Context: an optimization exercise on an open-source flow, tuned for small area, a short achievable clock period and few clock cycles per item. The choices shown serve that exercise and are no tape-out recipe.
RTL that was checked went through simulation tests only; none was proved equivalent to the original.
Power and IR drop assume default switching activity.

==> module pipe_divider, before the edit <==
module pipe_divider (
    input  logic        clk,
    input  logic        rst,
    input  logic        in_valid,
    output logic        in_ready,
    input  logic [31:0] dividend,
    input  logic [31:0] divisor,
    output logic        out_valid,
    input  logic        out_ready,
    output logic [31:0] quotient,
    output logic [31:0] remainder,
    output logic        div_by_zero
);
    logic        s_busy;
    logic        s_align;
    logic        s_step;
    logic        s_done;
    logic [31:0] rem;      
    logic [31:0] dv;       
    logic [31:0] q;        
    logic [4:0]  cnt;      
    logic        dz;
    logic [4:0]  ca;       
    logic [4:0]  cb;       
    logic        shz;      
    logic [5:0]  clz_a;
    logic [5:0]  clz_b;
    logic [31:0] a_smear;
    logic        b_zero;
    logic        fin;
    logic        accept;
    logic        leave;
    logic [4:0]  shamt;
    logic        step;
    logic        last;
    logic [31:0] diff;
    logic        ge;
    pipe_divider_lzc u_lzc_a (.x(dividend), .n(clz_a));
    pipe_divider_lzc u_lzc_b (.x(divisor),  .n(clz_b));
    always_comb begin
        a_smear[31] = dividend[31];
        for (int i = 30; i >= 0; i--)
            a_smear[i] = a_smear[i+1] | dividend[i];
    end
    assign b_zero = (divisor == 32'd0);
    assign fin    = b_zero || |(divisor & ~a_smear);
    assign out_valid = s_done;
    assign leave     = s_done && out_ready;
    assign in_ready  = !s_busy || leave;
    assign accept    = in_valid && in_ready;
    assign shamt = cb - ca;
    assign step  = s_step || (s_align && shz);
    assign last  = s_step ? (cnt == 5'd0) : shz;
    assign ge   = rem >= dv;
    assign diff = rem - dv;
    always_ff @(posedge clk or posedge rst)
        if (rst) begin
            s_busy  <= 1'b0;
            s_align <= 1'b0;
            s_step  <= 1'b0;
            s_done  <= 1'b0;
        end else begin
            s_busy  <= (s_busy && !leave) || in_valid;
            s_align <= accept && !fin;
            s_step  <= (s_align && !shz) || (s_step && cnt != 5'd0);
            s_done  <= (accept && fin) || ((s_align || s_step) && last) || (s_done && !out_ready);
        end
    always_ff @(posedge clk) begin
        ca  <= clz_a[4:0];
        cb  <= clz_b[4:0];
        shz <= (clz_a == clz_b);
        if (accept)
            dv <= divisor;
        else if (s_align)
            dv <= dv << shamt;
        else
            dv <= dv >> 1;
        if (s_align)
            cnt <= shamt;
        else
            cnt <= cnt - 5'd1;
    end
    always_ff @(posedge clk) begin
        if (accept) begin
            rem <= dividend;
            q   <= {32{b_zero}};
            dz  <= b_zero;
        end else if (step) begin
            if (ge)
                rem <= diff;
            q   <= {q[30:0], ge};
        end
    end
    assign quotient    = q;
    assign remainder   = rem;
    assign div_by_zero = dz;
endmodule
Settings: LEC_CHECK=0, ABC_AREA=1, CAP_MARGIN=20, CORE_MARGIN=2, CORE_UTILIZATION=40, CTS_BUF_LIST=sky130_fd_sc_hd__clkbuf_8, SETUP_SLACK_MARGIN=2.8, SLEW_MARGIN=20; clock period 5.5 ns.
standard.sh (not shown) runs the stock make flow with config.mk's settings and CLKGATE_MAP_FILE= SYNTH_SCRIPT=/design/flow/synth_recipe.tcl, a recipe that flattens the netlist after the stock synthesis.
==> flow/flow/run.sh <==
#!/bin/bash
# Standard layout (the standard.sh, unchanged synthesis and steps), except that the
# port buffers that global placement inserts use the smallest plain buffer instead of
# the delay buffer buffer_ports picks by default. Each port still gets its own buffer.
set -euo pipefail
export BUFFER_PORTS_ARGS="-buffer_cell sky130_fd_sc_hd__buf_1"
bash standard.sh > standard.log 2>&1
==> next run, changes <==
--- a/flow/design.v
+++ b/flow/design.v
@@ -42,7 +42,7 @@
     output logic [31:0] remainder,
     output logic        div_by_zero
 );
-    logic        s_busy;
+    logic        s_idle;
     logic        s_align;
     logic        s_step;
     logic        s_done;
@@ -56,7 +56,6 @@
     logic        shz;      
     logic [5:0]  clz_a;
     logic [5:0]  clz_b;
-    logic [31:0] a_smear;
     logic        b_zero;
     logic        fin;
     logic        accept;
@@ -68,16 +67,11 @@
     logic        ge;
     pipe_divider_lzc u_lzc_a (.x(dividend), .n(clz_a));
     pipe_divider_lzc u_lzc_b (.x(divisor),  .n(clz_b));
-    always_comb begin
-        a_smear[31] = dividend[31];
-        for (int i = 30; i >= 0; i--)
-            a_smear[i] = a_smear[i+1] | dividend[i];
-    end
-    assign b_zero = (divisor == 32'd0);
-    assign fin    = b_zero || |(divisor & ~a_smear);
+    assign b_zero = clz_b[5];
+    assign fin    = b_zero || (clz_b < clz_a);
     assign out_valid = s_done;
     assign leave     = s_done && out_ready;
-    assign in_ready  = !s_busy || leave;
+    assign in_ready  = s_idle || leave;
     assign accept    = in_valid && in_ready;
     assign shamt = cb - ca;
     assign step  = s_step || (s_align && shz);
@@ -86,12 +80,12 @@
     assign diff = rem - dv;
     always_ff @(posedge clk or posedge rst)
         if (rst) begin
-            s_busy  <= 1'b0;
+            s_idle  <= 1'b1;
             s_align <= 1'b0;
             s_step  <= 1'b0;
             s_done  <= 1'b0;
         end else begin
-            s_busy  <= (s_busy && !leave) || in_valid;
+            s_idle  <= (s_idle || leave) && !in_valid;
             s_align <= accept && !fin;
             s_step  <= (s_align && !shz) || (s_step && cnt != 5'd0);
             s_done  <= (accept && fin) || ((s_align || s_step) && last) || (s_done && !out_ready);
Outcome: Synthesized cell count climbs by 16%. Global-route usage drops by 1.8 points. Via count climbs by 4.8%. Final area climbs by 2.9%. Synthesized area climbs by 4.0%. Non-clock buffer count drops by 7. Wire length drops by 4.7%. Count of clock-buffer cells in the layout drops by 1. Worst hold slack is about the same. Worst setup slack loses 8.9 ps. Total power drops by 2.1%. Clock power drops by 2.4%. Sequential power climbs by about 3%. Sequential cell count stays the same.
No run of this note included a check of the RTL's function; only the layout flow was run.

run R:
The RTL this note starts from:
==> flow/design.v <==
package pipe_divider_pkg;
    localparam int W = 32;
endpackage
module pipe_divider_lzc (
    input  logic [31:0] x,
    output logic [5:0]  n
);
    logic [31:0]  z;
    logic [31:0]  nz;
    logic [159:0] c;
    logic [159:0] nc;
    integer       l;
    integer       i;
    always_comb begin
        z  = ~x;
        c  = '0;
        nz = '0;
        nc = '0;
        for (l = 0; l < 5; l = l + 1) begin
            nz = '0;
            nc = '0;
            for (i = 0; i < 16; i = i + 1) begin
                nz[i] = z[2*i+1] & z[2*i];
                nc[i*5 +: 5] = z[2*i+1] ? (c[(2*i)*5 +: 5] | (5'd1 << l)) : c[(2*i+1)*5 +: 5];
            end
            z = nz;
            c = nc;
        end
        n = z[0] ? 6'd32 : {1'b0, c[4:0]};
    end
endmodule
module pipe_divider (
    input  logic        clk,
    input  logic        rst,
    input  logic        in_valid,
    output logic        in_ready,
    input  logic [31:0] dividend,
    input  logic [31:0] divisor,
    output logic        out_valid,
    input  logic        out_ready,
    output logic [31:0] quotient,
    output logic [31:0] remainder,
    output logic        div_by_zero
);
    logic        s_idle;
    logic        s_align;
    logic        s_step;
    logic        s_done;
    logic [31:0] rem;      
    logic [31:0] dv;       
    logic [31:0] q;        
    logic [4:0]  cnt;      
    logic        dz;
    logic [4:0]  ca;       
    logic [4:0]  cb;       
    logic        shz;      
    logic        pf;       
    logic [5:0]  clz_a;
    logic [5:0]  clz_b;
    logic [31:0] a_smear;
    logic        b_zero;
    logic        fin;
    logic        accept;
    logic        leave;
    logic [4:0]  shamt;
    logic        step;
    logic        last;
    logic        finish;
    logic [31:0] diff;
    logic        ge;
    pipe_divider_lzc u_lzc_a (.x(dividend), .n(clz_a));
    pipe_divider_lzc u_lzc_b (.x(divisor),  .n(clz_b));
    always_comb begin
        a_smear[31] = dividend[31];
        for (int i = 30; i >= 0; i--)
            a_smear[i] = a_smear[i+1] | dividend[i];
    end
    assign b_zero = (divisor == 32'd0);
    assign fin    = b_zero || |(divisor & ~a_smear);
    assign out_valid = s_done;
    assign leave     = s_done && out_ready;
    assign in_ready  = s_idle || leave;
    assign accept    = in_valid && in_ready;
    assign shamt = cb - ca;
    assign step  = s_step || (s_align && shz);
    assign last  = s_step ? (cnt == 5'd0) : shz;
    assign finish = (s_align || s_step) && last;
    assign ge   = rem >= dv;
    assign diff = rem - dv;
    always_ff @(posedge clk or posedge rst)
        if (rst) begin
            s_idle  <= 1'b1;
            s_align <= 1'b0;
            s_step  <= 1'b0;
            s_done  <= 1'b0;
            pf      <= 1'b0;
        end else begin
            s_idle  <= (s_idle || leave) && !in_valid;
            s_align <= accept && !fin && !pf;
            s_step  <= (s_align && !shz) || (s_step && cnt != 5'd0) || (accept && !fin && pf);
            s_done  <= (accept && fin) || finish || (s_done && !out_ready);
            pf      <= finish && in_valid;
        end
    always_ff @(posedge clk) begin
        ca  <= clz_a[4:0];
        cb  <= clz_b[4:0];
        shz <= (clz_a == clz_b);
        if ((accept && !pf) || finish)
            dv <= divisor;
        else if (s_align || (s_done && pf))
            dv <= dv << shamt;
        else
            dv <= dv >> 1;
        if (s_align || (s_done && pf))
            cnt <= shamt;
        else
            cnt <= cnt - 5'd1;
    end
    always_ff @(posedge clk) begin
        if (accept) begin
            rem <= dividend;
            q   <= {32{b_zero}};
            dz  <= b_zero;
        end else if (step) begin
            if (ge)
                rem <= diff;
            q   <= {q[30:0], ge};
        end
    end
    assign quotient    = q;
    assign remainder   = rem;
    assign div_by_zero = dz;
endmodule
export LEC_CHECK = 0
export ABC_AREA = 1
export CAP_MARGIN = 20
export CORE_MARGIN = 2
export CORE_UTILIZATION = 40
export CTS_BUF_LIST = sky130_fd_sc_hd__clkbuf_8
export SETUP_SLACK_MARGIN = 2.8
export SLEW_MARGIN = 20
create_clock -name core_clock -period 5.5 [get_ports {clk}]
Scripts as last shown in full above: flow/flow/run.sh
Edits applied to the flow inputs when going from run R to run K:
==> flow/design.v, changed modules only <==
module pipe_divider (
    input  logic        clk,
    input  logic        rst,
    input  logic        in_valid,
    output logic        in_ready,
    input  logic [31:0] dividend,
    input  logic [31:0] divisor,
    output logic        out_valid,
    input  logic        out_ready,
    output logic [31:0] quotient,
    output logic [31:0] remainder,
    output logic        div_by_zero
);
    logic        s_idle;
    logic        s_align;
    logic        s_step;
    logic        s_done;
    logic [31:0] rem;      
    logic [31:0] dv;       
    logic [31:0] q;        
    logic [4:0]  cnt;      
    logic        dz;
    logic [4:0]  ca;       
    logic [4:0]  cb;       
    logic        shz;      
    logic [5:0]  clz_a;
    logic [5:0]  clz_b;
    logic [31:0] a_smear;
    logic        b_zero;
    logic        fin;
    logic        accept;
    logic        leave;
    logic [4:0]  shamt;
    logic        step;
    logic        last;
    logic [31:0] diff;
    logic        ge;
    pipe_divider_lzc u_lzc_a (.x(dividend), .n(clz_a));
    pipe_divider_lzc u_lzc_b (.x(divisor),  .n(clz_b));
    always_comb begin
        a_smear[31] = dividend[31];
        for (int i = 30; i >= 0; i--)
            a_smear[i] = a_smear[i+1] | dividend[i];
    end
    assign b_zero = (divisor == 32'd0);
    assign fin    = b_zero || |(divisor & ~a_smear);
    assign out_valid = s_done;
    assign leave     = s_done && out_ready;
    assign in_ready  = s_idle || leave;
    assign accept    = in_valid && in_ready;
    assign shamt = cb - ca;
    assign step  = s_step || (s_align && shz);
    assign last  = s_step ? (cnt == 5'd0) : shz;
    assign ge   = rem >= dv;
    assign diff = rem - dv;
    always_ff @(posedge clk or posedge rst)
        if (rst) begin
            s_idle  <= 1'b1;
            s_align <= 1'b0;
            s_step  <= 1'b0;
            s_done  <= 1'b0;
        end else begin
            s_idle  <= (s_idle || leave) && !in_valid;
            s_align <= accept && !fin;
            s_step  <= (s_align && !shz) || (s_step && cnt != 5'd0);
            s_done  <= (accept && fin) || ((s_align || s_step) && last) || (s_done && !out_ready);
        end
    always_ff @(posedge clk) begin
        ca  <= clz_a[4:0];
        cb  <= clz_b[4:0];
        shz <= (clz_a == clz_b);
        if (accept)
            dv <= divisor;
        else if (s_align)
            dv <= dv << shamt;
        else
            dv <= dv >> 1;
        if (s_align)
            cnt <= shamt;
        else
            cnt <= cnt - 5'd1;
    end
    always_ff @(posedge clk) begin
        if (accept) begin
            rem <= dividend;
            q   <= {32{b_zero}};
            dz  <= b_zero;
        end else if (step) begin
            if (ge)
                rem <= diff;
            q   <= {q[30:0], ge};
        end
    end
    assign quotient    = q;
    assign remainder   = rem;
    assign div_by_zero = dz;
endmodule
==> run notes <==
Number of setup buffers added after CTS for run K is lower than for run R. Between run R and run K, the difference in clock skew after layout is negligible. Compared to run R, the routing of run K uses less wire. Via count on run K is ahead of run R. Compared to run R, run K has slack of the critical path 0.028 ns lower. Of run R and run K, the run reporting the lower multi-input gate count was run K.
Testbench counts of run K, summed over its fixed seeds: cycles 69,732, items 8,000.
Function not checked in run R: the RTL went through the layout flow alone.

separate check: timing with driven ports:
The flow's constraints put no driver on any port. The routed layouts listed below were extracted and timed again, unchanged, in two steps. Step 1 (the two cells are an assumption about what drives the block):
set clk [get_ports {clk}]
set_driving_cell -lib_cell sky130_fd_sc_hd__clkbuf_16 $clk
set_driving_cell -lib_cell sky130_fd_sc_hd__buf_2 [delete_from_list [all_inputs] $clk]
Step 2 also shifts input and output timing later by t, the mid clock arrival at the registers, as if the neighbouring blocks saw the same clock. Three values: ideal, step 1, step 2; two values: the first two.
run | t, ns | setup slack, ns | worst hold slack (ns)
the first run of note 1 | 0.498 | 2.795 / 2.795 / 2.384 | 0.450 / 0.450 / 0.450
the second run of note 1 | 0.510 | 2.786 / 2.810 / 2.301 | 0.453 / 0.448 / 0.453
run R | 0.505 | 2.854 / 2.831 / 2.431 | 0.492 / 0.475 / 0.492
run K | 0.504 | 2.826 / 2.802 / 2.429 | 0.464 / 0.457 / 0.464
After both steps setup and hold are still met in every run listed. For the second run of note 1, which loses most, drivers alone change the setup slack by +0.024 ns; drivers and shift together by -0.485 ns.
